Background: an optimization exercise with open tools, aiming at small area, a short achievable clock period and few clock cycles per item. Do not read the settings as production practice. No functional check of the RTL was part of any run shown here. No activity file was given, so power comes from the tool's default toggle rates.

==> design/flow/design.v <==
`default_nettype none
module cpu6502_load_store_core (
  input  wire           clk_i,
  input  wire           rst_ni,
  input  wire           in_valid_i,
  output logic          in_ready_o,
  input  wire  [1:0]    in_kind_i,
  input  wire  [7:0]    in_read_data_i,
  output logic          out_valid_o,
  input  wire           out_ready_i,
  output logic [15:0]   out_bus_address_o,
  output logic          out_bus_write_o,
  output logic [7:0]    out_write_data_o,
  output logic          out_at_boundary_o,
  output logic [3:0]    out_cycle_count_o,
  output logic          out_illegal_opcode_o,
  output logic [7:0]    out_reg_a_o,
  output logic [7:0]    out_reg_x_o,
  output logic [7:0]    out_reg_y_o,
  output logic [7:0]    out_reg_sp_o,
  output logic [7:0]    out_reg_status_o,
  output logic [15:0]   out_reg_pc_o
);
  localparam logic [7:0] SpReset = 8'hFD;
  localparam int VLO = 0, VHI = 1, FET = 2, OPR = 3, AHI = 4, PLO = 5, PHI = 6, DAT = 7,
                 PCH = 8, PCL = 9, PPS = 10;
  localparam logic [1:0] V_RST = 2'b10, V_IRQ = 2'b11, V_NMI = 2'b01;
  logic [15:0] pc_q, pc_d;
  logic [7:0]  a_q, a_d, x_q, x_d, y_q, y_d, sp_q, sp_d, p_q, p_d;
  logic [7:0]  op_q;
  logic [10:0] ph_q, ph_d;
  logic [7:0]  tmp_q, tmp_d;
  logic        c_q, c_d;
  logic        sx_q, sx_d, sy_q, sy_d;    
  logic [1:0]  vec_q, vec_d;
  logic [7:0]  ah_q, ah_d, al_q, al_d;
  logic        wr_q, wr_d;
  logic [7:0]  wd_q, wd_d;
  logic        ov_q;
  logic        bnd_q, bnd_d, ill_q, ill_d;
  logic [3:0]  cyc_q, cyc_d;
  logic        sv_q;
  logic [1:0]  sk_q;
  logic [7:0]  sd_q;
  logic        go, adv;
  logic [1:0]  k;
  logic [7:0]  d;
  assign in_ready_o = !sv_q;
  assign go         = !ov_q || out_ready_i;
  assign adv        = (sv_q || in_valid_i) && go;
  assign k          = sv_q ? sk_q : in_kind_i;
  assign d          = sv_q ? sd_q : in_read_data_i;
  logic k_done, k_rst, take_int, drop;
  assign k_done   = (k == 2'd0);
  assign k_rst    = (k == 2'd3);
  assign take_int = ph_q[FET] && (k == 2'd2 || (k == 2'd1 && !p_q[2]));
  assign drop     = !k_done && !k_rst && !take_int;
  logic n_imm, n_opr, n_ill;
  logic t_tax, t_tay, t_txa, t_tya, t_tsx, t_txs, s_pha, s_php, s_pul;
  always_comb begin
    n_imm = 1'b0; n_opr = 1'b0;
    case (d)
      8'hA9, 8'hA2, 8'hA0:                               n_imm = 1'b1;
      8'hA5, 8'hB5, 8'hAD, 8'hBD, 8'hB9, 8'hA1, 8'hB1,
      8'hA6, 8'hB6, 8'hAE, 8'hBE, 8'hA4, 8'hB4, 8'hAC, 8'hBC,
      8'h85, 8'h95, 8'h8D, 8'h9D, 8'h99, 8'h81, 8'h91,
      8'h86, 8'h96, 8'h8E, 8'h84, 8'h94, 8'h8C:          n_opr = 1'b1;
      default: ;
    endcase
    t_tax = (d == 8'hAA); t_tay = (d == 8'hA8); t_txa = (d == 8'h8A);
    t_tya = (d == 8'h98); t_tsx = (d == 8'hBA); t_txs = (d == 8'h9A);
    s_pha = (d == 8'h48); s_php = (d == 8'h08); s_pul = (d == 8'h68) || (d == 8'h28);
    n_ill = !(n_imm || n_opr || t_tax || t_tay || t_txa || t_tya || t_tsx || t_txs ||
              s_pha || s_php || s_pul);
  end
  logic o_abs, o_ptr, o_st, o_lda, o_ldx, o_ldy, o_plp, o_push;
  logic [3:0] o_cyc;
  always_comb begin
    o_abs  = op_q[3];                                         
    o_ptr  = op_q[1:0] == 2'b01 && op_q[3:2] == 2'b00;        
    o_st   = op_q[7:5] == 3'b100;
    o_lda  = (op_q[7:5] == 3'b101 && op_q[1:0] == 2'b01) || op_q == 8'h68;
    o_ldx  = op_q[7:5] == 3'b101 && op_q[1:0] == 2'b10;
    o_ldy  = op_q[7:5] == 3'b101 && op_q[1:0] == 2'b00;
    o_plp  = op_q == 8'h28;
    o_push = !op_q[7] && !op_q[5];
    case (op_q)
      8'hA9, 8'hA2, 8'hA0:                               o_cyc = 4'd2;
      8'hA5, 8'hA6, 8'hA4, 8'h85, 8'h86, 8'h84,
      8'h48, 8'h08:                                      o_cyc = 4'd3;
      8'hBD, 8'hB9, 8'hBE, 8'hBC:                        o_cyc = c_q ? 4'd5 : 4'd4;
      8'h9D, 8'h99:                                      o_cyc = 4'd5;
      8'hB1:                                             o_cyc = c_q ? 4'd6 : 4'd5;
      8'hA1, 8'h81, 8'h91:                               o_cyc = 4'd6;
      default:                                           o_cyc = 4'd4;
    endcase
  end
  logic e_vlo, e_vhi, e_fet, e_opr, e_ahi, e_plo, e_phi, e_dat, e_pch, e_pcl, e_pps;
  assign e_vlo = k_done && ph_q[VLO];
  assign e_vhi = k_done && ph_q[VHI];
  assign e_fet = k_done && ph_q[FET];
  assign e_opr = k_done && ph_q[OPR];
  assign e_ahi = k_done && ph_q[AHI];
  assign e_plo = k_done && ph_q[PLO];
  assign e_phi = k_done && ph_q[PHI];
  assign e_dat = k_done && ph_q[DAT];
  assign e_pch = k_done && ph_q[PCH];
  assign e_pcl = k_done && ph_q[PCL];
  assign e_pps = k_done && ph_q[PPS];
  logic f_ill, f_imp, f_push, f_pul, f_imm, f_opr;
  assign f_ill  = e_fet && n_ill;
  assign f_imp  = e_fet && (t_tax || t_tay || t_txa || t_tya || t_tsx || t_txs);
  assign f_push = e_fet && (s_pha || s_php);
  assign f_pul  = e_fet && s_pul;
  assign f_imm  = e_fet && n_imm;
  assign f_opr  = e_fet && n_opr;
  logic o_zp, o_ab, o_pt;         
  assign o_ab = e_opr && o_abs;
  assign o_pt = e_opr && !o_abs && o_ptr;
  assign o_zp = e_opr && !o_abs && !o_ptr;
  logic st_go;
  assign st_go = o_st && (o_zp || e_ahi || e_phi);
  logic [15:0] pc1, pc2;
  logic [7:0]  spn, idx, hsum, al1;
  logic [8:0]  bsum;
  assign pc1  = pc_q + 16'd1;
  assign pc2  = pc_q + 16'd2;
  assign spn  = sp_q + {{7{!ph_q[FET]}}, 1'b1};
  assign idx  = (x_q & {8{sx_q}}) | (y_q & {8{sy_q}});
  assign bsum = {1'b0, d} + {1'b0, idx};
  assign hsum = d + {7'd0, c_q};
  assign al1  = al_q + 8'd1;
  logic       s_ta, s_tx, s_ty, s_ts, s_td;
  logic       wa, wx, wy, wsp, wnz;
  logic [7:0] tv;
  logic       tz;
  assign s_ta = e_fet && (t_tax || t_tay);
  assign s_tx = e_fet && (t_txa || t_txs);
  assign s_ty = e_fet && t_tya;
  assign s_ts = e_fet && t_tsx;
  assign s_td = e_dat;
  assign tv   = (a_q & {8{s_ta}}) | (x_q & {8{s_tx}}) | (y_q & {8{s_ty}}) |
                (sp_q & {8{s_ts}}) | (d & {8{s_td}});
  assign tz   = (s_ta && a_q == 8'h00) || (s_tx && x_q == 8'h00) || (s_ty && y_q == 8'h00) ||
                (s_ts && sp_q == 8'h00) || (s_td && d == 8'h00);
  assign wa   = (e_fet && (t_txa || t_tya)) || (e_dat && o_lda);
  assign wx   = (e_fet && (t_tax || t_tsx)) || (e_dat && o_ldx);
  assign wy   = (e_fet && t_tay) || (e_dat && o_ldy);
  assign wsp  = e_fet && t_txs;
  assign wnz  = (e_fet && (t_tax || t_tay || t_txa || t_tya || t_tsx)) ||
                (e_dat && (o_lda || o_ldx || o_ldy));
  logic [7:0] p_int;     
  assign p_int = {p_q[7:6], 1'b1, vec_q[1], p_q[3], 1'b1, p_q[1:0]};
  always_comb begin
    a_d = k_rst ? 8'h00 : (wa ? tv : a_q);
    x_d = k_rst ? 8'h00 : (wx ? tv : x_q);
    y_d = k_rst ? 8'h00 : (wy ? tv : y_q);
    if (k_rst)                                        sp_d = SpReset;
    else if (wsp)                                     sp_d = tv;
    else if (f_pul || e_pch || e_pcl || e_pps ||
             (e_dat && o_push))                       sp_d = spn;
    else                                              sp_d = sp_q;
    if (k_rst)                                        p_d = 8'h00;
    else if (wnz)                                     p_d = {tv[7], p_q[6:2], tz, p_q[0]};
    else if (e_dat && o_plp)                          p_d = d;
    else if (e_pcl)                                   p_d = p_int;
    else                                              p_d = p_q;
    if (e_vhi)                                        pc_d = {hsum, tmp_q};
    else if (f_imm)                                   pc_d = pc2;
    else if (e_fet || e_opr || e_ahi)                 pc_d = pc1;
    else                                              pc_d = pc_q;
    ph_d = drop ? ph_q : 11'd0;
    ph_d[VLO] = k_rst || e_pps || (drop && ph_q[VLO]);
    ph_d[VHI] = e_vlo || (drop && ph_q[VHI]);
    ph_d[FET] = e_vhi || e_dat || f_ill || f_imp || (drop && ph_q[FET]);
    ph_d[OPR] = f_opr || (drop && ph_q[OPR]);
    ph_d[AHI] = o_ab || (drop && ph_q[AHI]);
    ph_d[PLO] = o_pt || (drop && ph_q[PLO]);
    ph_d[PHI] = e_plo || (drop && ph_q[PHI]);
    ph_d[DAT] = f_push || f_pul || f_imm || o_zp || e_ahi || e_phi || (drop && ph_q[DAT]);
    ph_d[PCH] = take_int || (drop && ph_q[PCH]);
    ph_d[PCL] = e_pch || (drop && ph_q[PCL]);
    ph_d[PPS] = e_pcl || (drop && ph_q[PPS]);
    tmp_d = e_vlo ? d : ((e_opr || e_plo) ? bsum[7:0] : tmp_q);
    c_d   = e_vlo ? 1'b0 : ((e_opr || e_plo) ? bsum[8] : c_q);
    if (e_fet) begin
      sx_d = (d[4:2] == 3'b101 || d[4:2] == 3'b111 || (d[1:0] == 2'b01 && d[4:2] == 3'b000))
             && d[1:0] != 2'b10;
      sy_d = (d[1:0] == 2'b10 && d[4]) || (d[1:0] == 2'b01 && d[4:2] == 3'b110);
    end else if (e_opr) begin
      sx_d = 1'b0; sy_d = op_q[4];
    end else begin
      sx_d = sx_q; sy_d = sy_q;
    end
    vec_d = k_rst ? V_RST : (take_int ? (k[1] ? V_NMI : V_IRQ) : vec_q);
    if (k_rst)                                 begin ah_d = 8'hFF; al_d = 8'hFC; end
    else if (e_pps)                            begin ah_d = 8'hFF; al_d = {5'b11111, vec_q, 1'b0}; end
    else if (e_vlo)                            begin ah_d = 8'hFF; al_d = {5'b11111, vec_q, 1'b1}; end
    else if (e_vhi || e_ahi || e_phi)          begin ah_d = hsum;  al_d = tmp_q; end
    else if (take_int || f_push)               begin ah_d = 8'h01; al_d = sp_q; end
    else if (f_pul || e_pch || e_pcl)          begin ah_d = 8'h01; al_d = spn; end
    else if (e_fet || o_ab)                    begin ah_d = pc1[15:8]; al_d = pc1[7:0]; end
    else if (e_opr)                            begin ah_d = 8'h00; al_d = bsum[7:0]; end
    else if (e_plo)                            begin ah_d = 8'h00; al_d = al1; end
    else if (e_dat)                            begin ah_d = pc_q[15:8]; al_d = pc_q[7:0]; end
    else                                       begin ah_d = ah_q; al_d = al_q; end
    if (drop)                                  begin wr_d = wr_q; wd_d = wd_q; end
    else if (take_int)                         begin wr_d = 1'b1; wd_d = pc_q[15:8]; end
    else if (e_pch)                            begin wr_d = 1'b1; wd_d = pc_q[7:0]; end
    else if (e_pcl)                            begin wr_d = 1'b1; wd_d = p_int; end
    else if (e_fet && s_pha)                   begin wr_d = 1'b1; wd_d = a_q; end
    else if (e_fet && s_php)                   begin wr_d = 1'b1; wd_d = p_q; end
    else if (st_go)                            begin
      wr_d = 1'b1;
      wd_d = op_q[0] ? a_q : (op_q[1] ? x_q : y_q);
    end
    else                                       begin wr_d = 1'b0; wd_d = 8'h00; end
    bnd_d = e_vhi || e_dat || f_ill || f_imp;
    ill_d = f_ill;
    if (e_vhi)                                 cyc_d = (vec_q == V_IRQ) ? 4'd7 : 4'd8;
    else if (f_ill || f_imp)                   cyc_d = 4'd2;
    else if (e_dat)                            cyc_d = o_cyc;
    else                                       cyc_d = 4'd0;
  end
  always_ff @(posedge clk_i or negedge rst_ni) begin
    if (!rst_ni) begin
      sv_q <= 1'b0; ov_q <= 1'b0;
      pc_q <= 16'h0000; a_q <= 8'h00; x_q <= 8'h00; y_q <= 8'h00; sp_q <= SpReset;
      p_q <= 8'h00; ph_q <= 11'd1 << VLO; vec_q <= V_RST;
      ah_q <= 8'hFF; al_q <= 8'hFC; wr_q <= 1'b0; wd_q <= 8'h00;
    end else begin
      if (adv) begin
        pc_q <= pc_d; a_q <= a_d; x_q <= x_d; y_q <= y_d; sp_q <= sp_d; p_q <= p_d;
        ph_q <= ph_d; vec_q <= vec_d;
        ah_q <= ah_d; al_q <= al_d; wr_q <= wr_d; wd_q <= wd_d;
        ov_q <= 1'b1;
      end else if (out_ready_i) begin
        ov_q <= 1'b0;
      end
      if (sv_q) begin
        if (go) sv_q <= 1'b0;
      end else if (in_valid_i && !go) begin
        sv_q <= 1'b1;
      end
    end
  end
  always_ff @(posedge clk_i) begin
    if (!sv_q) begin
      sk_q <= in_kind_i; sd_q <= in_read_data_i;
    end
    if (adv) begin
      if (e_fet) op_q <= d;
      tmp_q <= tmp_d; c_q <= c_d; sx_q <= sx_d; sy_q <= sy_d;
      bnd_q <= bnd_d; cyc_q <= cyc_d; ill_q <= ill_d;
    end
  end
  assign out_valid_o          = ov_q;
  assign out_bus_address_o    = {ah_q, al_q};
  assign out_bus_write_o      = wr_q;
  assign out_write_data_o     = wd_q;
  assign out_at_boundary_o    = bnd_q;
  assign out_cycle_count_o    = cyc_q;
  assign out_illegal_opcode_o = ill_q;
  assign out_reg_a_o          = a_q;
  assign out_reg_x_o          = x_q;
  assign out_reg_y_o          = y_q;
  assign out_reg_sp_o         = sp_q;
  assign out_reg_status_o     = p_q;
  assign out_reg_pc_o         = pc_q;
endmodule
`default_nettype wire
==> design/flow/run.sh <==
#!/bin/bash
# synth_recipe.tcl (not shown) runs the flow's synth.tcl, then flattens the netlist and writes it again
# the make line also repeats each setting of config.mk as NAME=value (left out here)
make -C /OpenROAD-flow-scripts/flow DESIGN_CONFIG=/design/flow/config.mk WORK_HOME=/design/flow/orfs CLKGATE_MAP_FILE= SYNTH_SCRIPT=/design/flow/synth_recipe.tcl finish
==> design/flow/config.mk <==
export PLATFORM = sky130hd
export DESIGN_NAME = cpu6502_load_store_core
export DESIGN_NICKNAME = cpu6502_load_store_core
export VERILOG_FILES = /design/flow/design.v
export SDC_FILE = /design/flow/constraint.sdc
export NUM_CORES = 4
export LEC_CHECK = 0
export CAP_MARGIN = 20
export CORE_MARGIN = 2
export CORE_UTILIZATION = 40
export PLACE_DENSITY = 0.6
export SETUP_SLACK_MARGIN = 2.8
export SLEW_MARGIN = 20
==> design/flow/constraint.sdc <==
create_clock -name core_clock -period 5.0 [get_ports {clk_i}]
set_input_delay 1.0000 -clock core_clock [delete_from_list [all_inputs] [get_ports {clk_i}]]
set_output_delay 1.0000 -clock core_clock [all_outputs]
set_load 0.01 [all_outputs]
==> results.json, run 1 <==
{
  "placed_cells": 1385,
  "clock_latency_ns": 0.44,
  "core_area_mm2": 0.02271,
  "grt_use_total_pct": 34.09,
  "path_clk_slew_ns": 0.07,
  "grtUsageMet1_pct": 44.38,
  "syn_nets": 1097,
  "status": "complete, no violations",
  "critPathMaxStageDelay_ns": 0.53,
  "vias_per_cell": 6.586,
  "netlist_instances": 1058,
  "h-tree-depth": 4,
  "cts_buffer_depth": 2,
  "start_util_pct": 40.78,
  "hp-class": "reg -> reg",
  "grt_pass1_vias": 10140,
  "fin_setup_tns_ns": 0,
  "reg2regPathDepth": 12,
  "cts_tree": "yes",
  "fp-row-count": 55,
  "post-route-period-util_pct": 58.13,
  "grt_max_degree": 62,
  "syn2layout_area_growth_pct": 66.78,
  "grt_pass1_wl_um": 62720,
  "async_reset_ff_share_pct": 73.28,
  "overflow": 0,
  "cp-end-kind": "flop",
  "setup_viol": 0,
  "crit_slowest_cell": "dfrtp_4",
  "hold_viol_final": 0,
  "skew_ns": 0.01043,
  "ant_nets": 0,
  "die_x_um": 156.2,
  "postCtsHoldBufs": 0,
  "gp_congestion": 0.9637,
  "cp_common_cell": "buf_12",
  "fmax_mhz": 344.0,
  "drt_iter0_markers": 1378,
  "placed_cell_area_mm2": 0.01116,
  "worstMarginPinSlew_ns": 0.8411,
  "drive_above_1_share_pct": 51.69,
  "period_needed_ns": 2.907,
  "fin_total_pwr_mw": 5.487,
  "drv_cap": 0,
  "slew_headroom_pct": 43.93,
  "regToRegStartpoint": "sv_q",
  "path_max_fanout": 9,
  "wl_per_cell_um": 26.13,
  "ys_types": 96,
  "use_met3_pct": 6.139,
  "final_cells": 1701,
  "crit_required_ns": 5.31,
  "power_density_mw_per_mm2": 355.2,
  "tritoncts.num_buffers": 17,
  "r2r-end": "y_q[4]",
  "drtPass1Iterations": 7,
  "yosys_warnings": 1,
  "cts_sinks": 131,
  "gr-usage-met2_pct": 54.21,
  "cts-root-buf": "clkbuf_16",
  "top_usage_layer": "met2",
  "io_buffers": 102,
  "rsz0062_at_grt": "yes",
  "fp.dieH_um": 156.2,
  "diodes": 0,
  "pin_count": 103,
  "critPathKind": "reg -> reg",
  "path_cells": "buf_6 > mux2i_4 > ha_4 > buf_12 > and2_4 > o221ai_4 > nor3_4 > buf_12 > a222oi_1 > o21a_1 > nor2_2 > mux2_4",
  "critPathArrivalTime_ns": 3.22,
  "routed_wl_um": 44440,
  "power_leakage_nw": 6.236,
  "fin_area_mm2": 0.01545,
  "fillers": 1644,
  "regToRegSetupSlack_ns": 2.09,
  "finalNetCount": 1442,
  "seq_area_frac_synth_pct": 36.52,
  "cp-endpoint": "y_q[4]",
  "dp_hpwl_um": 25990,
  "critPathLaunchType": "flop",
  "via_count": 11200,
  "synth_edf_count": 25,
  "ys_ff_latch": 131,
  "place_ws_ns": 0.8931,
  "ys.flop_type": "dfrtp_1",
  "finalWorstSetupSlack_ns": 2.093,
  "syn_avg_cell_area_um2": 8.754,
  "critPathLaunch": "sv_q",
  "antenna_found_initial": 0,
  "syn_area_mm2": 0.009261,
  "die-area_mm2": 0.02439,
  "slew_viol_final": 0,
  "drc_errors": 0,
  "ir_worst_vdd_mv": 0.2269
}
==> registers in the layout, summed over array words and instances (netlist names), 2 cells and up <==
register,count
pc_q,16
sk_q,2
op_q,8
cyc_q,4
tmp_q,8
al_q,8
sd_q,8
vec_q,2
wd_q,8
y_q,8
x_q,8
ph_q,11
a_q,8
sp_q,8
ah_q,8
p_q,8
==> cell families (layout without fill, tap and decap cells) <==
| group | count (synthesis) | count (layout) | synth area share [%] |
|---|---|---|---|
| flops | 131 | 131 | 36.52 |
| buf+inv | 102 | 455 | 4.796 |
| simple gates | 358 | 362 | 19.82 |
| compound gates | 363 | 364 | 26.51 |
| fa+ha+maj | 25 | 25 | 3.540 |
| xor+xnor | 26 | 26 | 2.459 |
| mux | 53 | 53 | 6.363 |
==> how the worst min path moves through the flow <==
stage,start,to,slack (ns),cells after the start
2_1_floorplan,ph_q[7],ph_q[7],0.49,1
3_3_place_gp,wd_q[4],wd_q[4],0.47,2
3_5_place_dp,wd_q[7],wd_q[7],0.49,2
4_1_cts,wd_q[7],wd_q[7],0.50,2
5_1_grt,ah_q[0],ah_q[0],0.53,2
6_report,wd_q[7],wd_q[7],0.49,2
==> synth_stat cells, drive strengths merged, types with 7 or more instances <==
cell type    n  area share, %
a211oi      10           0.86
a21oi       86            4.7
a222oi       8           0.86
a22o        12            1.1
a22oi       10           0.81
a2bb2oi     11            1.0
a311oi       7           0.66
a31oi       16            1.1
and2         9           0.61
buf         20            1.4
clkbuf      54            2.2
dfrtp       73             20
dfstp       23            6.5
dfxtp       10            2.2
edfxtp      25            8.1
ha          23            3.1
inv         26            1.1
mux2        28            3.4
mux2i       25            2.9
nand2      106            4.3
nand2b      10           0.68
nand3       44            2.5
nand4       12           0.81
nor2        74            3.0
nor2b       10           0.68
nor3        28            1.6
nor3b        7           0.68
nor4        17            1.4
o211ai      10           0.81
o21a        11           0.89
o21ai       84            4.5
o22a         9           0.85
o22ai       22            1.6
o31ai       10            1.0
or2          8           0.54
xnor2       17            1.6
xor2         9           0.85
==> layout by cell type, fill, tap and decap left out, types with 10 or more instances in the layout <==
cell,Yosys,layout
dfxtp_1,10,10
a31oi_1,16,12
buf_2,9,27
a21oi_1,85,59
a21oi_2,1,19
mux2i_1,22,13
dfrtp_2,0,47
xnor2_1,17,14
nor2_4,0,10
inv_1,26,16
o211ai_1,10,10
mux2i_4,1,10
edfxtp_1,25,25
o21ai_2,0,13
a22o_1,12,12
nor3_1,27,17
buf_6,1,58
nor2_1,73,53
nor2_2,1,11
dfrtp_1,73,24
buf_12,1,21
o21ai_0,79,38
o21ai_1,5,28
o21a_1,11,10
dfstp_2,23,23
nand4_1,12,12
mux2_4,1,18
ha_4,0,10
ha_1,23,12
dlygate4sd2_1,0,59
mux2_2,27,10
nand3_1,42,35
o22ai_1,21,12
clkbuf_16,0,20
nand2_1,106,84
buf_4,6,208
==> area by class of cell <==
class | count | area, µm² | share of cell area [%]
Multi-Input combinational cell | 830 | 7323 | 47.41
Timing Repair Buffer | 395 | 3598 | 23.30
Sequential cell | 131 | 3448 | 22.32
Clock buffer | 20 | 446.7 | 2.892
Tap cell | 285 | 356.6 | 2.309
Inverter | 28 | 142.6 | 0.9234
Clock inverter | 12 | 130.1 | 0.8424
==> power breakdown <==
part | internal, mW | switching, mW
logic | 1.19 | 1.49
clock network | 0.748 | 0.530
registers | 1.33 | 0.200
total | 3.27 | 2.22
==> through the flow <==
step                utilization (%)  hold WS (ns)
finish                        68.02        0.4939
CTS                           62.26        0.4965
global route                  68.02        0.5266
floorplan                         -        0.4907
detailed placement            49.13        0.4864
global placement              49.13        0.4748
==> worst max-delay path, delay by kind of cell, from the launching register on <==
kind | cells | cell delay [ns]
buffers and inverters | 3 | 0.45
muxes | 2 | 0.48
adders and majority gates | 1 | 0.22
AOI/OAI and AO/OA | 3 | 0.77
and+or+nand+nor | 3 | 0.32
DFF | 1 | 0.53
==> timing repair <==
item,CTS,global route
buffers inserted,193,79
endpoints found under the setup margin,220,153
resized for setup,409,174
pin swaps,80,87
cloned,5,7
==> per-layer routing <==
metal	vias to the layer above	share of wire (%)	wire length, µm
li1	4743	-	-
met1	5490	38	16790
met2	774	45	20120
met3	195	10	4510
met4	0	6.8	3020
met5	-	0	0
==> inputs of run 2 (changes only) <==
--- a/design/flow/design.v
+++ b/design/flow/design.v
@@ -41,13 +41,9 @@
   logic [3:0]  cyc_q, cyc_d;
-  logic        sv_q;
-  logic [1:0]  sk_q;
-  logic [7:0]  sd_q;
-  logic        go, adv;
+  logic        adv;
   logic [1:0]  k;
   logic [7:0]  d;
-  assign in_ready_o = !sv_q;
-  assign go         = !ov_q || out_ready_i;
-  assign adv        = (sv_q || in_valid_i) && go;
-  assign k          = sv_q ? sk_q : in_kind_i;
-  assign d          = sv_q ? sd_q : in_read_data_i;
+  assign in_ready_o = !ov_q || out_ready_i;
+  assign adv        = in_valid_i && in_ready_o;
+  assign k          = in_kind_i;
+  assign d          = in_read_data_i;
   logic k_done, k_rst, take_int, drop;
@@ -226,3 +222,3 @@
     if (!rst_ni) begin
-      sv_q <= 1'b0; ov_q <= 1'b0;
+      ov_q <= 1'b0;
       pc_q <= 16'h0000; a_q <= 8'h00; x_q <= 8'h00; y_q <= 8'h00; sp_q <= SpReset;
@@ -239,7 +235,2 @@
       end
-      if (sv_q) begin
-        if (go) sv_q <= 1'b0;
-      end else if (in_valid_i && !go) begin
-        sv_q <= 1'b1;
-      end
     end
@@ -247,5 +238,2 @@
   always_ff @(posedge clk_i) begin
-    if (!sv_q) begin
-      sk_q <= in_kind_i; sd_q <= in_read_data_i;
-    end
     if (adv) begin
--- a/design/flow/config.mk
+++ b/design/flow/config.mk
@@ -11,3 +11,3 @@
 export PLACE_DENSITY = 0.6
-export SETUP_SLACK_MARGIN = 2.8
+export SETUP_SLACK_MARGIN = 2.5
 export SLEW_MARGIN = 20
==> run 2 against run 1 <==
Against the previous run:
- sequential share of layout area up 2.9 points
- final cell count down 12%
- register-to-register slack better by 0.18 ns
- largest cell class unchanged
- clock-buffer cell count up 4
- global-route usage down 2.2 points
==> results.json, run 2 <==
{
  "rsz0062_at_grt": "yes",
  "drive_above_1_share_pct": 36.05,
  "status": "complete, no violations",
  "start_util_pct": 41.07,
  "ant_nets": 0,
  "wl_per_cell_um": 24.94,
  "slew_headroom_pct": 39.10,
  "slew_viol_final": 0,
  "path_clk_slew_ns": 0.06,
  "synth.area.mux_share_pct": 5.400,
  "ys_types": 83,
  "grt_max_degree": 65,
  "skew_ns": 0.01237,
  "layout_common_cells": "buf_4, nand2_1, nor2_1",
  "gp_congestion": 0.9443,
  "h-tree-depth": 4,
  "final_common_cell": "buf_4",
  "synth_common_cells": "nand2_1, nor2_1, a21oi_1",
  "netlist_instances": 1012,
  "yosys_warnings": 1,
  "crit_slowest_cell": "or4_4",
  "drt_iter0_markers": 1266,
  "netlist.area_leader.share_pct": 20.74,
  "regMostFlops": "pc_q",
  "critPathLaunchType": "flop",
  "setup_viol": 0,
  "die_x_um": 151.4,
  "cts_tree": "yes",
  "syn_avg_cell_area_um2": 8.585,
  "hold_depth": 2,
  "ys.flop_type": "dfrtp_1",
  "top_regs": "pc_q: 16 flops, ph_q: 11 flops",
  "die-area_mm2": 0.02292,
  "cp-end-kind": "flop",
  "cts-root-buf": "clkbuf_16",
  "fp-row-count": 53,
  "overflow": 0,
  "seq_area_frac_synth_pct": 36.33,
  "synth_xor_area_share_pct": 3.125,
  "vias_per_cell": 6.492,
  "ys_ff_latch": 120,
  "fmax_mhz": 366.3,
  "hp-class": "reg -> reg",
  "dp_hpwl_um": 24830,
  "fin_setup_tns_ns": 0,
  "grt_pass1_wl_um": 54290,
  "power_density_mw_per_mm2": 331.3,
  "drtPass1Iterations": 9,
  "syn_nets": 1051,
  "synth_compound_area_share_pct": 25.94,
  "synth_top_family_by_area": "compound AO/OA/AOI/OAI gates",
  "pin_count": 103,
  "path_max_fanout": 5,
  "power_leakage_nw": 4.957,
  "fillers": 1816,
  "syn_area_mm2": 0.008688,
  "critPathMaxStageDelay_ns": 0.56,
  "routed_wl_um": 37510,
  "synth_fa_ha_area_share_pct": 3.773,
  "yosysTopAreaCell": "dfrtp_1",
  "antenna_found_initial": 0,
  "regToRegSetupSlack_ns": 2.27,
  "ir_worst_vdd_mv": 0.3130,
  "placed_cells": 1338,
  "final_cells": 1504,
  "period_needed_ns": 2.730,
  "drv_cap": 0,
  "fp.dieH_um": 151.4,
  "worstMarginPinSlew_ns": 0.9135,
  "async_reset_ff_share_pct": 79.17,
  "r2r-end": "al_q[6]",
  "synth-simple-area-share_pct": 21.14,
  "syn2layout_area_growth_pct": 46.33,
  "drc_errors": 0,
  "path_cells": "buf_4 > a22o_4 > ha_4 > nor2b_2 > o31a_1 > or4_4 > a21oi_4 > o221ai_2 > o221ai_2 > a21oi_2",
  "cts_buffer_depth": 2,
  "synth_edf_count": 25,
  "finalNetCount": 1255,
  "io_buffers": 102,
  "post-route-period-util_pct": 54.60,
  "grt_use_total_pct": 31.88,
  "via_count": 9764,
  "core_area_mm2": 0.02115,
  "cp_common_cell": "o221ai_2",
  "crit_required_ns": 5.36,
  "reg2regPathDepth": 10,
  "hold_viol_final": 0,
  "hold_start": "wd_q[4]",
  "synth_area_leaders": "dfrtp_1, edfxtp_1, dfstp_2",
  "cts_sinks": 120,
  "holdPathEnd": "wd_q[4]",
  "tritoncts.num_buffers": 17,
  "clock_latency_ns": 0.44,
  "critPathArrivalTime_ns": 3.09,
  "largest_reg_flops": 16,
  "grt_pass1_vias": 8997,
  "yosysMostFrequentCell": "nand2_1",
  "regToRegStartpoint": "sx_q",
  "diodes": 0,
  "critPathKind": "reg -> reg"
}
==> run 2: changes by cell type after synthesis, moves of 8 or more <==
cell and delta:
nor2_1 +11, o22ai_1 -8, dfxtp_1 -10, mux2i_1 -10
xor2_1 +9, o21ai_0 -12, o21ai_1 +15
==> run 2: worst max-delay path by stage <==
stage	to	cells after the start	slack (ns)	from
after floorplan	pc_q[12]	8	2.28	in_read_data_i[4]
after global placement	al_q[2]	12	0.95	in_read_data_i[0]
after detailed placement	wd_q[6]	11	0.92	in_kind_i[1]
after CTS	al_q[6]	12	2.35	in_read_data_i[0]
after global routing	al_q[2]	12	2.23	sx_q
final	al_q[6]	10	2.27	sx_q
==> run 2: cell type report <==
cell class	instances	area, µm²	area share (%)
repair buffers	253	2362	18.58
clock inverters	8	128.9	1.014
inverters	21	106.4	0.8365
clock buffers	24	535.5	4.212
flip-flops and latches	120	3211	25.25
well taps	275	344.1	2.706
multi-input cells	803	6026	47.40
==> run 2: per-stage QoR <==
step | hold slack [ns] | cell area, µm² | util, % | power (mW) | setup slack (ns)
4_1_cts | 0.4936 | 11840 | 55.96 | 4.064 | 2.351
5_1_grt | 0.5259 | 12710 | 60.10 | 4.371 | 2.232
6_report | 0.4955 | 12710 | 60.10 | 4.212 | 2.270
3_3_place_gp | 0.4677 | 10120 | 47.82 | 2.559 | 0.9459
2_1_floorplan | 0.4726 | 9002 | - | 2.034 | 2.276
3_5_place_dp | 0.4802 | 10120 | 47.82 | 2.564 | 0.9224
==> run 2: kinds of logic (layout without fill, tap and decap cells) <==
| kind of cell | Yosys count | after routing |
|---|---|---|
| compound gates | 335 | 336 |
| fa+ha+maj | 25 | 25 |
| simple gates | 368 | 368 |
| buf+inv | 90 | 306 |
| mux | 43 | 43 |
| flops | 120 | 120 |
| xor+xnor | 31 | 31 |
==> run 2: timing repair <==
item / 4_1_cts / 5_1_grt
setup buffers: 78 / 54
endpoints found under the setup margin: 176 / 102
cloned: 1 / 1
pin swaps: 43 / 55
resized for setup: 207 / 118
hold buffers: 0 / 0
==> run 2: metal layers <==
| metal | track usage (%) | up-vias | share of wire [%] |
|---|---|---|---|
| li1 | - | 4226 | - |
| met1 | 42.37 | 4706 | 40 |
| met2 | 48.91 | 686 | 44 |
| met3 | 8.584 | 146 | 12 |
| met4 | 13.46 | 0 | 4.3 |
| met5 | 0 | - | 0 |
==> run 2: worst max-delay path: cells and delay by family, from the launching register on <==
family / cells / cell delay, ns
flops: 1 / 0.50
compound gates: 6 / 1.01
simple gates: 2 / 0.71
buf+inv: 1 / 0.19
fa+ha+maj: 1 / 0.25
==> run 2: power breakdown <==
part           switching [mW]  internal [mW]  total [mW]
combinational           0.810          0.645        1.46
clock                   0.509          0.903        1.41
sequential              0.158           1.19        1.34
==> inputs of run 3 (changes only) <==
==> design/flow/flow/run.sh (new file) <==
#!/bin/bash
# The standard layout (the standard.sh, all steps), with the input and output port
# buffers made of plain buffers instead of the delay cells buffer_ports picks by default.
# Every tool's output goes to standard.log in this folder.
set -o pipefail
export BUFFER_PORTS_ARGS="-buffer_cell sky130_fd_sc_hd__buf_1"
bash standard.sh > standard.log 2>&1
==> design/flow/standard.sh (new file) <==
#!/bin/bash
# synth_recipe.tcl (not shown) runs the flow's synth.tcl, then flattens the netlist and writes it again
# the make line also repeats each setting of config.mk as NAME=value (left out here)
make -C /OpenROAD-flow-scripts/flow DESIGN_CONFIG=/design/flow/config.mk WORK_HOME=/design/flow/orfs CLKGATE_MAP_FILE= SYNTH_SCRIPT=/design/flow/synth_recipe.tcl "${@:-finish}"
--- a/design/flow/config.mk
+++ b/design/flow/config.mk
@@ -13 +13,2 @@
 export SLEW_MARGIN = 20
+export TNS_END_PERCENT = 0
removed: design/flow/run.sh
==> run 3 against run 2 <==
Against the previous run:
- core utilization fell by 9.7 points
- worst hold slack got worse by 0.014 ns
- flip-flop and latch count unchanged
- synthesized cell count is the same
- clock skew increased by 0.00073 ns
- register-to-register slack improved by 0.06 ns
- wire length fell by 8.9%
- combinational power decreased by 27%
- sequential share of layout area is 4.4 points higher
- area after synthesis is the same
- die area unchanged
- critical path type is now in -> reg
- critical endpoint is now pc_q[12]
==> results.json, run 3 <==
{
  "regToRegStartpoint": "sx_q",
  "async_reset_ff_share_pct": 79.17,
  "syn2layout_area_growth_pct": 22.71,
  "vias_per_cell": 6.458,
  "layout_common_cells": "nand2_1, buf_1, nor2_1",
  "gp_congestion": 0.9840,
  "post-route-period-util_pct": 55.26,
  "placed_cells": 1338,
  "cts_tree": "yes",
  "drtPass1Iterations": 8,
  "overflow": 0,
  "slew_viol_final": 0,
  "critPathMaxStageDelay_ns": 0.33,
  "crit_required_ns": 5.31,
  "cp-end-kind": "flop",
  "cts-root-buf": "clkbuf_16",
  "tritoncts.num_buffers": 17,
  "final_cells": 1420,
  "fin_setup_tns_ns": 0,
  "synth_common_cells": "nand2_1, nor2_1, a21oi_1",
  "worstMarginPinSlew_ns": 0.9299,
  "netlist_instances": 1012,
  "skew_ns": 0.01309,
  "drc_errors": 0,
  "ir_worst_vdd_mv": 0.2398,
  "drive_above_1_share_pct": 21.05,
  "period_needed_ns": 2.763,
  "fmax_mhz": 361.9,
  "diodes": 0,
  "dp_hpwl_um": 24110,
  "syn_avg_cell_area_um2": 8.585,
  "ant_nets": 0,
  "seqCellArea_mm2": 0.003162,
  "slew_headroom_pct": 38.01,
  "largest_reg_flops": 16,
  "crit_slowest_cell": "nor3b_4",
  "postCtsHoldBufs": 0,
  "fp.dieH_um": 151.4,
  "setup_viol": 0,
  "ys_types": 83,
  "path_max_fanout": 5,
  "die_x_um": 151.4,
  "seq_area_frac_synth_pct": 36.33,
  "grt_max_degree": 65,
  "start_util_pct": 41.07,
  "path_cells": "buf_6 > buf_6 > buf_6 > buf_6 > or2_4 > a211oi_4 > buf_6 > mux2i_4 > nor3b_4 > nand3_2 > o2bb2a_4 > o22a_1",
  "routed_wl_um": 34190,
  "netlist.area_leader.share_pct": 20.74,
  "critPathKind": "in -> reg",
  "power_leakage_nw": 4.057,
  "critPathLaunch": "in_read_data_i[0]",
  "critPathArrivalTime_ns": 3.07,
  "rsz0062_at_grt": "yes",
  "ys_ff_latch": 120,
  "h-tree-depth": 4,
  "hold_viol_final": 0,
  "io_buffers": 102,
  "status": "complete, no violations",
  "cts_sinks": 120,
  "via_count": 9170,
  "critPathLaunchType": "input port",
  "grt_pass1_vias": 8491,
  "synth_area_leaders": "dfrtp_1, edfxtp_1, dfstp_2",
  "path_buf_inv": 5,
  "grt_pass1_wl_um": 51560,
  "die-area_mm2": 0.02292,
  "drt_iter0_markers": 1395,
  "fillers": 2079,
  "clock_latency_ns": 0.43,
  "drv_cap": 0,
  "pin_count": 103,
  "syn_nets": 1051,
  "fp-row-count": 53,
  "top_regs": "pc_q: 16 flops, ph_q: 11 flops",
  "path_clk_slew_ns": 0.06,
  "hp-class": "reg -> reg",
  "finalNetCount": 1171,
  "regMostFlops": "pc_q",
  "cp_top_family": "simple AND/OR/NAND/NOR gates",
  "ys.flop_type": "dfrtp_1",
  "grt_use_total_pct": 30.07,
  "yosysMostFrequentCell": "nand2_1",
  "yosysTopAreaCell": "dfrtp_1",
  "syn_area_mm2": 0.008688,
  "multi_input_area_mm2": 0.005479,
  "cts_buffer_depth": 2,
  "power_density_mw_per_mm2": 351.0,
  "regToRegSetupSlack_ns": 2.33,
  "wl_per_cell_um": 24.08,
  "synth_edf_count": 25,
  "cp_common_cell": "buf_6",
  "antenna_found_initial": 0,
  "yosys_warnings": 1,
  "hold_start": "wd_q[4]",
  "core_area_mm2": 0.02115,
  "final_common_cell": "nand2_1"
}
## run 3: changes by cell type in the layout (fill, tap and decap cells not counted), sizes merged
cell | before | now
buf | 162 | 168
bufinv | 3 | 1
clkdlybuf4s15 | 1 | 0
clkinvlp | 3 | 4
inv | 19 | 22
dlygate4sd2 | 15 | 0
dlymetal6s2s | 7 | 0
clkbuf | 25 | 22
clkinv | 4 | 6
clkdlybuf4s50 | 67 | 0
a21o | 7 | 6
## run 3: metrics by stage
stage / total power [mW] / worst slack, ns / util (%) / hold WS [ns] / instance area [µm²]
after detailed placement: 2.422 / 1.087 / 44.02 / 0.4718 / 9311
after CTS: 3.703 / 2.260 / 48.97 / 0.4848 / 10360
after floorplan: 2.018 / 2.275 / - / 0.4726 / 8761
after global routing: 3.916 / 2.217 / 50.40 / 0.5067 / 10660
after global placement: 2.407 / 1.148 / 44.02 / 0.4675 / 9311
final: 3.742 / 2.237 / 50.40 / 0.4818 / 10660
## run 3: final cells by class
type,instances,share of cell area [%]
well taps,275,3.227
repair buffers,170,9.389
flip-flops and latches,120,29.66
inverters,21,0.7746
multi-input cells,802,51.39
clock buffers,20,4.483
clock inverters,12,1.080
## run 3: cells by family (layout without fill, tap and decap cells)
kind of cell | Yosys count | in the layout | share of synthesized area (%)
mux | 43 | 43 | 5.400
fa+ha+maj | 25 | 25 | 3.773
simple gates | 368 | 368 | 21.14
compound gates | 335 | 335 | 25.94
buf+inv | 90 | 223 | 4.292
flops | 120 | 120 | 36.33
xor+xnor | 31 | 31 | 3.125
## run 3: what timing repair did
item                       CTS  global route
setup endpoints to repair   92            92
pin swaps                   18            19
resized for setup           55            37
buffers inserted            32            17
gates cloned                 1             0
## run 3: metal layers
metal	GRT usage (%)	share of wire, %	up-vias
met1	42.03	41	4416
met3	6.687	11	82
li1	-	-	4063
met4	8.037	2.5	0
met2	47.06	45	609
met5	0	0	-
## run 3: power by group
group	total, mW	switching [mW]	internal (mW)
combinational	1.06	0.635	0.421
clock	1.25	0.505	0.744
sequential	1.44	0.252	1.18
## run 3: final timing paths
path                       endpoint  cells after the start
setup / recovery           pc_q[12]                     12
hold / removal              wd_q[4]                      2
setup reg to reg            al_q[2]                     11
hold reg to reg             wd_q[4]                      2
max in group asynchronous    y_q[0]                      2
min in group asynchronous   wd_q[3]                      1
## run 3: worst register-to-register path: cells and delay by family (launching register included)
kind,cells,cell delay [ns]
xor gates and xnor gates,1,0.22
AOI/OAI and AO/OA,6,0.90
DFF,1,0.47
buffers and inverters,1,0.04
adders and majority gates,2,0.56
and+or+nand+nor,1,0.42
==> inputs of run 4 (changes only) <==
--- a/design/flow/config.mk
+++ b/design/flow/config.mk
@@ -11,3 +11,3 @@
 export PLACE_DENSITY = 0.6
-export SETUP_SLACK_MARGIN = 2.5
+export SETUP_SLACK_MARGIN = 2.8
 export SLEW_MARGIN = 20
==> run 4 against run 3 <==
Against the previous run:
- largest cell class unchanged
- clock skew decreased by 0.0018 ns
- power increased by 0.13%
- sequential power about the same
- non-clock buffer count unchanged
- critical endpoint is now al_q[2]
- synthesized cell count unchanged
==> results.json, run 4 <==
{
  "status": "complete, no violations",
  "drc_errors": 0,
  "fp.dieH_um": 151.4,
  "syn_avg_cell_area_um2": 8.585,
  "netlist_instances": 1012,
  "drt_iter0_markers": 1395,
  "synth_fa_ha_area_share_pct": 3.773,
  "critPathLaunchType": "input port",
  "critPathArrivalTime_ns": 3.09,
  "fmax_mhz": 365.6,
  "seq_area_frac_synth_pct": 36.33,
  "r2r-end": "al_q[2]",
  "diodes": 0,
  "grt_use_total_pct": 30.10,
  "die-area_mm2": 0.02292,
  "synth_compound_area_share_pct": 25.94,
  "grt_pass1_wl_um": 51590,
  "post-route-period-util_pct": 54.71,
  "yosysTopAreaCell": "dfrtp_1",
  "place_ws_ns": 1.087,
  "via_count": 9171,
  "fin_setup_tns_ns": 0,
  "synth_edf_count": 25,
  "power_density_mw_per_mm2": 351.4,
  "placed_cell_area_mm2": 0.009311,
  "die_x_um": 151.4,
  "ir_worst_vdd_mv": 0.2400,
  "regMostFlops": "pc_q",
  "crit_required_ns": 5.35,
  "antenna_found_initial": 0,
  "layout_common_cells": "nand2_1, buf_1, nor2_1",
  "path_clk_slew_ns": 0.06,
  "h-tree-depth": 4,
  "start_util_pct": 41.07,
  "synth_area_leaders": "dfrtp_1, edfxtp_1, dfstp_2",
  "fin_area_mm2": 0.01066,
  "cts_sinks": 120,
  "skew_ns": 0.01128,
  "routed_wl_um": 34230,
  "reg2regPathDepth": 11,
  "async_reset_ff_share_pct": 79.17,
  "wl_per_cell_um": 24.10,
  "drtPass1Iterations": 8,
  "multi_input_area_mm2": 0.005479,
  "cts_buffer_depth": 2,
  "final_common_cell": "nand2_1",
  "grt_pass1_vias": 8500,
  "critPathLaunch": "in_kind_i[0]",
  "synth.area.mux_share_pct": 5.400,
  "slew_headroom_pct": 37.92,
  "hp-class": "reg -> reg",
  "seqCellArea_mm2": 0.003161,
  "syn_nets": 1051,
  "regToRegSetupSlack_ns": 2.32,
  "top_regs": "pc_q: 16 flops, ph_q: 11 flops",
  "power_leakage_nw": 4.060,
  "fillers": 2077,
  "syn2layout_area_growth_pct": 22.74,
  "pin_count": 103,
  "vias_per_cell": 6.458,
  "synth_common_cells": "nand2_1, nor2_1, a21oi_1",
  "rsz0062_at_grt": "yes",
  "fp-row-count": 53,
  "dp_hpwl_um": 24110,
  "placed_cells": 1338,
  "clock_latency_ns": 0.43,
  "setup_viol": 0,
  "gp_congestion": 0.9840,
  "synth_xor_area_share_pct": 3.125,
  "ys_ff_latch": 120,
  "core_area_mm2": 0.02115,
  "syn_area_mm2": 0.008688,
  "netlist.area_leader.share_pct": 20.74,
  "drive_above_1_share_pct": 21.05,
  "ant_nets": 0,
  "hold_viol_final": 0,
  "finalNetCount": 1171,
  "worstMarginPinSlew_ns": 0.9312,
  "cts-root-buf": "clkbuf_16",
  "overflow": 0,
  "yosys_warnings": 1,
  "final_cells": 1420,
  "ys_types": 83,
  "grt_max_degree": 65,
  "cp-endpoint": "al_q[2]",
  "period_needed_ns": 2.735,
  "ys.flop_type": "dfrtp_1",
  "hold_start": "wd_q[4]",
  "slew_viol_final": 0,
  "finalWorstSetupSlack_ns": 2.265,
  "drv_cap": 0,
  "tritoncts.num_buffers": 17,
  "synth_top_family_by_area": "compound AO/OA/AOI/OAI gates",
  "critPathKind": "in -> reg",
  "utilization_pct": 50.41,
  "yosysMostFrequentCell": "nand2_1",
  "cp-end-kind": "flop",
  "io_buffers": 102,
  "regToRegStartpoint": "sx_q",
  "synth-simple-area-share_pct": 21.14,
  "path_max_fanout": 19,
  "largest_reg_flops": 16,
  "cts_tree": "yes"
}
-- run 4: repair_timing --
action	4_1_cts	5_1_grt
hold buffers	0	0
gates resized for setup	61	32
setup endpoints to repair	139	155
gates cloned	1	0
setup buffers	33	16
pin swaps	18	12
-- run 4: area by class of cell --
type | instances | share of cell area [%]
clock buffers | 20 | 4.482
clock inverters | 12 | 1.079
well taps | 275 | 3.227
flip-flops and latches | 120 | 29.64
repair buffers | 170 | 9.422
inverters | 21 | 0.7744
multi-input cells | 802 | 51.38
-- run 4: logic make-up (layout without fill, tap and decap cells) --
logic type / after synthesis / count (layout)
adder cells (fa/ha/maj): 25 / 25
AO/OA/AOI/OAI: 335 / 335
multiplexers: 43 / 43
flip-flops: 120 / 120
buffers and inverters: 90 / 223
AND/OR/NAND/NOR: 368 / 368
XOR/XNOR: 31 / 31
-- run 4: metrics by stage --
step | hold slack [ns] | power (mW)
floorplan | 0.4726 | 2.018
global placement | 0.4675 | 2.407
detailed placement | 0.4718 | 2.422
CTS | 0.4848 | 3.705
global route | 0.5067 | 3.918
finish | 0.4819 | 3.747
-- run 4: worst min-delay path by stage --
stage               slack (ns)  cells past startpoint      end
floorplan                 0.47                      2  ph_q[0]
global placement          0.47                      2  wd_q[4]
CTS                       0.48                      2     wr_q
detailed placement        0.47                      2     wr_q
finish                    0.48                      2  wd_q[4]
global route              0.51                      2  wd_q[4]
-- run 4: layer usage --
metal	share of wire (%)	routed length [µm]	vias to the layer above	track usage [%]
li1	-	-	4067	-
met1	42	14210	4446	42.03
met2	45	15420	576	47.29
met3	11	3763	82	6.657
met4	2.4	833	0	7.804
met5	0	0	-	0
-- run 4: critical path, cell delays in order --
cell and delay (ns):
buf_2 0.12, inv_2 0.06, ha_4 0.19, clkbuf_4 0.19, buf_4 0.14, buf_6 0.16
nand3b_1 0.13, o22ai_1 0.09, a22oi_1 0.16, a21oi_1 0.08, or4_1 0.49, a21oi_2 0.18
a21oi_1 0.09
-- run 4: report_power, final --
part           total, mW  switching, mW  internal (mW)
clock               1.25          0.510          0.744
combinational       1.06          0.635          0.422
sequential          1.44          0.251           1.18
total               3.75           1.40           2.35
==> inputs of run 5 (changes only) <==
--- a/design/flow/config.mk
+++ b/design/flow/config.mk
@@ -10,4 +10,7 @@
 export CORE_UTILIZATION = 40
+export CTS_BUF_LIST = sky130_fd_sc_hd__clkbuf_8 sky130_fd_sc_hd__clkbuf_4
+export CTS_CLUSTER_DIAMETER = 100
+export CTS_CLUSTER_SIZE = 40
 export PLACE_DENSITY = 0.6
-export SETUP_SLACK_MARGIN = 2.8
+export SETUP_SLACK_MARGIN = 2.5
 export SLEW_MARGIN = 20
==> run 5 against run 4 <==
Against the previous run:
- global-route usage fell by 0.15 points
- via count is 0.59% lower
- still clean
- worst hold slack better by 0.0050 ns
==> results.json, run 5 <==
{
  "fin_total_pwr_mw": 3.424,
  "hp-class": "reg -> reg",
  "antenna_found_initial": 0,
  "drtPass1Iterations": 7,
  "layout_common_cells": "nand2_1, buf_1, nor2_1",
  "seq_area_frac_synth_pct": 36.33,
  "skew_ns": 0.01402,
  "drt_iter0_markers": 1353,
  "cp-end-kind": "flop",
  "yosysMostFrequentCell": "nand2_1",
  "fmax_mhz": 369.0,
  "grt_use_total_pct": 29.95,
  "hold_viol_final": 0,
  "regToRegStartpoint": "sy_q",
  "finalNetCount": 1168,
  "post-route-period-util_pct": 54.21,
  "syn_nets": 1051,
  "wl_per_cell_um": 24.01,
  "critPathLaunch": "in_read_data_i[0]",
  "grt_pass1_wl_um": 51370,
  "via_count": 9117,
  "final_common_cell": "nand2_1",
  "async_reset_ff_share_pct": 79.17,
  "io_buffers": 102,
  "period_needed_ns": 2.710,
  "reg2regPathDepth": 11,
  "r2r-end": "al_q[2]",
  "h-tree-depth": 4,
  "crit_required_ns": 5.36,
  "clock_latency_ns": 0.47,
  "core_area_mm2": 0.02115,
  "cp-endpoint": "pc_q[12]",
  "setup_viol": 0,
  "ys.flop_type": "dfrtp_1",
  "syn_area_mm2": 0.008688,
  "fp-row-count": 53,
  "cts_tree": "yes",
  "overflow": 0,
  "power_leakage_nw": 3.945,
  "ir_worst_vdd_mv": 0.2405,
  "fp.dieH_um": 151.4,
  "die_x_um": 151.4,
  "synth_edf_count": 25,
  "worstMarginPinSlew_ns": 0.9388,
  "cts_sinks": 120,
  "syn_avg_cell_area_um2": 8.585,
  "slew_headroom_pct": 37.42,
  "power_density_mw_per_mm2": 328.9,
  "regToRegSetupSlack_ns": 2.32,
  "yosys_warnings": 1,
  "synth_area_leaders": "dfrtp_1, edfxtp_1, dfstp_2",
  "top_regs": "pc_q: 16 flops, ph_q: 11 flops",
  "largest_reg_flops": 16,
  "path_max_fanout": 5,
  "cts-root-buf": "clkbuf_8",
  "path_clk_slew_ns": 0.08,
  "rsz0062_at_grt": "yes",
  "netlist_instances": 1012,
  "critPathArrivalTime_ns": 3.07,
  "ant_nets": 0,
  "ys_types": 83,
  "netlist.area_leader.share_pct": 20.74,
  "die-area_mm2": 0.02292,
  "pin_count": 103,
  "start_util_pct": 41.07,
  "syn2layout_area_growth_pct": 19.82,
  "regMostFlops": "pc_q",
  "fin_setup_tns_ns": 0,
  "gp_congestion": 0.9840,
  "drc_errors": 0,
  "cts_buffer_depth": 2,
  "grt_pass1_vias": 8499,
  "dp_hpwl_um": 24110,
  "yosysTopAreaCell": "dfrtp_1",
  "vias_per_cell": 6.434,
  "diodes": 0,
  "status": "complete, no violations",
  "grt_max_degree": 65,
  "synth_common_cells": "nand2_1, nor2_1, a21oi_1",
  "drv_cap": 0,
  "drive_above_1_share_pct": 20.05,
  "tritoncts.num_buffers": 17,
  "critPathLaunchType": "input port",
  "ys_ff_latch": 120,
  "critPathKind": "in -> reg",
  "routed_wl_um": 34020,
  "slew_viol_final": 0,
  "fillers": 2110
}
-- run 5: where the power goes --
part	total (mW)	switching (mW)	internal, mW
clock	0.942	0.469	0.473
combinational	1.04	0.628	0.417
sequential	1.44	0.253	1.18
-- run 5: per-stage QoR --
| stage | util [%] | hold WS [ns] | setup WS, ns | area, µm² | std cells |
|---|---|---|---|---|---|
| finish | 49.21 | 0.4869 | 2.290 | 10410 | 1417 |
| global route | 49.21 | 0.5119 | 2.243 | 10410 | 1417 |
| CTS | 48.10 | 0.4894 | 2.295 | 10180 | 1404 |
| detailed placement | 44.02 | 0.4718 | 1.087 | 9311 | 1338 |
| global placement | 44.02 | 0.4675 | 1.148 | 9311 | 1338 |
| floorplan | - | 0.4726 | 2.275 | 8761 | 1012 |
-- run 5: timing repair --
item                                    CTS  global route
endpoints found under the setup margin   91            88
hold buffers                              0             0
setup buffers                            33            13
pin swaps                                16            17
endpoints found under the hold margin     0             0
gates resized for setup                  54            28
cloned                                    1             0
-- run 5: cell type report --
type,count,area (µm²),share of cell area (%)
multi-input cells,802,5446,52.32
flip-flops and latches,120,3162,30.37
repair buffers,167,968.4,9.303
well taps,275,344.1,3.305
clock buffers,19,261.5,2.512
clock inverters,13,145.1,1.394
inverters,21,82.58,0.7933
-- run 5: worst min-delay path by stage --
stage	cells past startpoint	slack (ns)	to	from
after floorplan	2	0.47	ph_q[0]	ph_q[0]
after global placement	2	0.47	wd_q[4]	wd_q[4]
after detailed placement	2	0.47	wr_q	wr_q
after CTS	2	0.49	wr_q	wr_q
after global routing	2	0.51	wd_q[4]	wd_q[4]
final	2	0.49	wr_q	wr_q
-- run 5: routing by layer --
layer | part of all wire [%] | track usage [%]
met1 | 41 | 41.48
met2 | 45 | 46.88
met3 | 11 | 7.199
met4 | 2.8 | 8.084
met5 | 0 | 0
-- run 5: critical path, stage by stage --
cell and delay [ns]:
buf_6 0.10, buf_6 0.13, buf_6 0.12, buf_6 0.12, or2_4 0.26, a211oi_4 0.20, buf_6 0.16, mux2i_4 0.08
nor3b_4 0.33, nand3_2 0.13, o2bb2a_4 0.24, o22a_1 0.19
-- run 5: cell families after synthesis --
logic type      synth area share [%]
flops                          36.33
simple gates                   21.14
compound gates                 25.94
mux                            5.400
fa+ha+maj                      3.773
buf+inv                        4.292
xor+xnor                       3.125
==> inputs of run 6 (changes only) <==
--- a/design/flow/config.mk
+++ b/design/flow/config.mk
@@ -9,3 +9,3 @@
 export CORE_MARGIN = 2
-export CORE_UTILIZATION = 40
+export CORE_UTILIZATION = 55
 export CTS_BUF_LIST = sky130_fd_sc_hd__clkbuf_8 sky130_fd_sc_hd__clkbuf_4
@@ -13,3 +13,3 @@
 export CTS_CLUSTER_SIZE = 40
-export PLACE_DENSITY = 0.6
+export PLACE_DENSITY = 0.7
 export SETUP_SLACK_MARGIN = 2.5
==> run 6 against run 5 <==
Against the previous run:
- critical path depth shrank 1
- area after synthesis is the same
- sequential share of layout area grew 0.20 points
- flip-flop and latch count is the same
- fmax grew 1.9%
- worst setup slack gained 0.052 ns
- worst hold slack lost 0.0017 ns
- global-route usage grew 9.1 points
- register-to-register slack gained 0.10 ns
- core utilization grew 18 points
- largest power group unchanged
- non-clock buffer count shrank 5
==> results.json, run 6 <==
{
  "overflow": 0,
  "drv_cap": 0,
  "yosys_warnings": 1,
  "hp-class": "reg -> reg",
  "synth_edf_count": 25,
  "layout_common_cells": "nand2_1, buf_1, nor2_1",
  "power.share.clock_pct": 26.1,
  "pwr-share-comb_pct": 31.3,
  "yosysMostFrequentCell": "nand2_1",
  "syn2layout_area_growth_pct": 19.10,
  "internal-power_mw": 2.004,
  "critPathKind": "in -> reg",
  "status": "complete, no violations",
  "syn_avg_cell_area_um2": 8.585,
  "cp-end-kind": "flop",
  "cts_sinks": 120,
  "synth_area_leaders": "dfrtp_1, edfxtp_1, dfstp_2",
  "seq_area_frac_synth_pct": 36.33,
  "clock_latency_ns": 0.48,
  "power_switching_mw": 1.307,
  "async_reset_ff_share_pct": 79.17,
  "worstMarginPinSlew_ns": 0.9602,
  "drc_errors": 0,
  "fmax_mhz": 376.1,
  "die-area_mm2": 0.01682,
  "final_common_cell": "nand2_1",
  "syn_area_mm2": 0.008688,
  "finalNetCount": 1164,
  "grt_max_degree": 59,
  "p_seq_share_pct": 42.6,
  "hold_viol_final": 0,
  "top_regs": "pc_q: 16 flops, ph_q: 11 flops",
  "vias_per_cell": 6.956,
  "setup_viol": 0,
  "routed_wl_um": 32590,
  "post-route-period-util_pct": 53.17,
  "grt_pass1_wl_um": 49420,
  "antenna_found_initial": 0,
  "ant_nets": 0,
  "rsz0062_at_grt": "yes",
  "ys_types": 83,
  "path_clk_slew_ns": 0.08,
  "slew_headroom_pct": 35.75,
  "dp_hpwl_um": 22670,
  "yosysTopAreaCell": "dfrtp_1",
  "cts_buffer_depth": 2,
  "path_max_fanout": 8,
  "io_buffers": 102,
  "power_leakage_nw": 3.903,
  "die_x_um": 129.7,
  "via_count": 9384,
  "largest_reg_flops": 16,
  "netlist_instances": 1012,
  "power_density_mw_per_mm2": 320.0,
  "ys.flop_type": "dfrtp_1",
  "start_util_pct": 56.73,
  "fp-row-count": 45,
  "grt_pass1_vias": 8475,
  "crit_required_ns": 5.36,
  "pin_count": 103,
  "gp_congestion": 1.018,
  "wl_per_cell_um": 24.15,
  "drive_above_1_share_pct": 20.91,
  "tritoncts.num_buffers": 17,
  "critPathArrivalTime_ns": 3.02,
  "ir_worst_vdd_mv": 0.3065,
  "ys_ff_latch": 120,
  "grt_use_total_pct": 39.05,
  "fin_setup_tns_ns": 0,
  "core_area_mm2": 0.01531,
  "synth_common_cells": "nand2_1, nor2_1, a21oi_1",
  "drtPass1Iterations": 10,
  "cts_tree": "yes",
  "regMostFlops": "pc_q",
  "drt_iter0_markers": 1387,
  "diodes": 0,
  "cts-root-buf": "clkbuf_8",
  "skew_ns": 0.008963,
  "period_needed_ns": 2.659,
  "slew_viol_final": 0,
  "syn_nets": 1051,
  "whs_ns": 0.4852,
  "netlist.area_leader.share_pct": 20.74,
  "h-tree-depth": 4,
  "p_sw_share_pct": 39.48,
  "critPathLaunchType": "input port",
  "fp.dieH_um": 129.7
}
[run 6: cell counts after synthesis]
Identical to the previous run, type by type.
[run 6: power by group through the flow]
stage | Combinational [mW] | Clock [mW] | Sequential [mW]
after floorplan | 0.645 | 0 | 1.37
after global placement | 0.938 | 0 | 1.42
after detailed placement | 0.946 | 0 | 1.42
after CTS | 0.984 | 0.865 | 1.40
after global routing | 1.12 | 0.908 | 1.43
final | 1.03 | 0.865 | 1.41
[run 6: layer usage]
metal	vias to the layer above	GRT usage [%]	routed length [µm]
met2	736	59.22	14100
met5	-	0	0
met4	0	14.55	1528
met1	4427	53.74	12930
li1	4060	-	-
met3	161	10.53	4025
[run 6: layout make-up]
type	instances	area (µm²)
Tap cell	211	264.0
Timing Repair inverter	1	5.005
Multi-Input combinational cell	802	5505
Sequential cell	120	3163
Clock inverter	15	141.4
Inverter	21	88.84
Fill cell	1385	4967
Timing Repair Buffer	162	945.9
Clock buffer	17	234.0
[run 6: worst paths after layout]
check,startpoint,to,slack [ns],depth (start not counted)
setup / recovery,in_kind_i[1],wd_q[6],2.34,11
hold / removal,wr_q,wr_q,0.49,2
setup reg to reg,sx_q,al_q[6],2.42,11
hold reg to reg,wr_q,wr_q,0.49,2
max in group asynchronous,rst_ni,sp_q[6],3.36,2
min in group asynchronous,rst_ni,p_q[2],0.63,1
[run 6: critical path, stage by stage]
cell	delay, ns
buf_4	0.13
inv_4	0.06
ha_4	0.20
nor4bb_4	0.30
buf_6	0.19
nand3_4	0.11
nand4_1	0.17
nor3_1	0.08
a221oi_1	0.33
a21oi_1	0.16
a221o_1	0.28
[run 6: timing repair]
action | in CTS | in global routing
setup buffers | 27 | 18
pin swaps | 13 | 29
gates cloned | 2 | 0
hold buffers | 0 | 0
setup endpoints to repair | 103 | 87
resized for setup | 59 | 46
[run 6: cell families after synthesis]
kind of cell    count (synthesis)  share of synthesized area [%]
buf+inv                        90                          4.292
simple gates                  368                          21.14
fa+ha+maj                      25                          3.773
xor+xnor                       31                          3.125
mux                            43                          5.400
compound gates                335                          25.94
flops                         120                          36.33
[run 6: metrics by stage]
step / total power, mW / area (µm²) / utilization, % / worst slack (ns) / cells
6_report: 3.312 / 10350 / 67.57 / 2.341 / 1349
5_1_grt: 3.463 / 10350 / 67.57 / 2.285 / 1349
4_1_cts: 3.253 / 10010 / 65.34 / 2.364 / 1331
3_5_place_dp: 2.367 / 9201 / 60.08 / 0.9946 / 1270
3_3_place_gp: 2.355 / 9201 / 60.08 / 1.161 / 1270
2_1_floorplan: 2.018 / 8761 / - / 2.275 / 1012

==> separate check: timing with driven ports <==
The flow's constraints put no driver on any port. The routed layouts listed below were extracted and timed again, unchanged, in two steps.
Step 1: set_driving_cell puts a clkbuf_16 on clk_i and a buf_2 on each other input, an assumption about the parent block.
Step 2 times the ports against the registers' clock, not the clock port: input delays grow and output delays shrink by t, the midpoint of the rising clock arrivals with the driver on.
a / b / c = ideal ports / drivers / drivers and shift; a / b = the first two.
run	t (ns)	setup WS [ns]	hold slack, ns	worst data-port slew with drivers (ns)	cell pins on the clock port's net
run 1	0.480	2.093 / 2.093 / 1.699	0.494 / 0.494 / 0.494	0.04	1
run 2	0.478	2.270 / 2.270 / 1.863	0.496 / 0.496 / 0.496	0.06	1
run 3	0.473	2.237 / 2.247 / 1.774	0.482 / 0.482 / 0.482	0.05	1
run 4	0.474	2.265 / 2.273 / 1.799	0.482 / 0.482 / 0.482	0.05	1
run 5	0.506	2.290 / 2.294 / 1.788	0.487 / 0.487 / 0.487	0.05	1
run 6	0.512	2.341 / 2.355 / 1.844	0.485 / 0.485 / 0.485	0.04	1
After both steps every run listed still meets setup and hold. For run 5, which loses most, drivers alone change the setup slack by +0.004 ns; drivers and shift together by -0.502 ns.
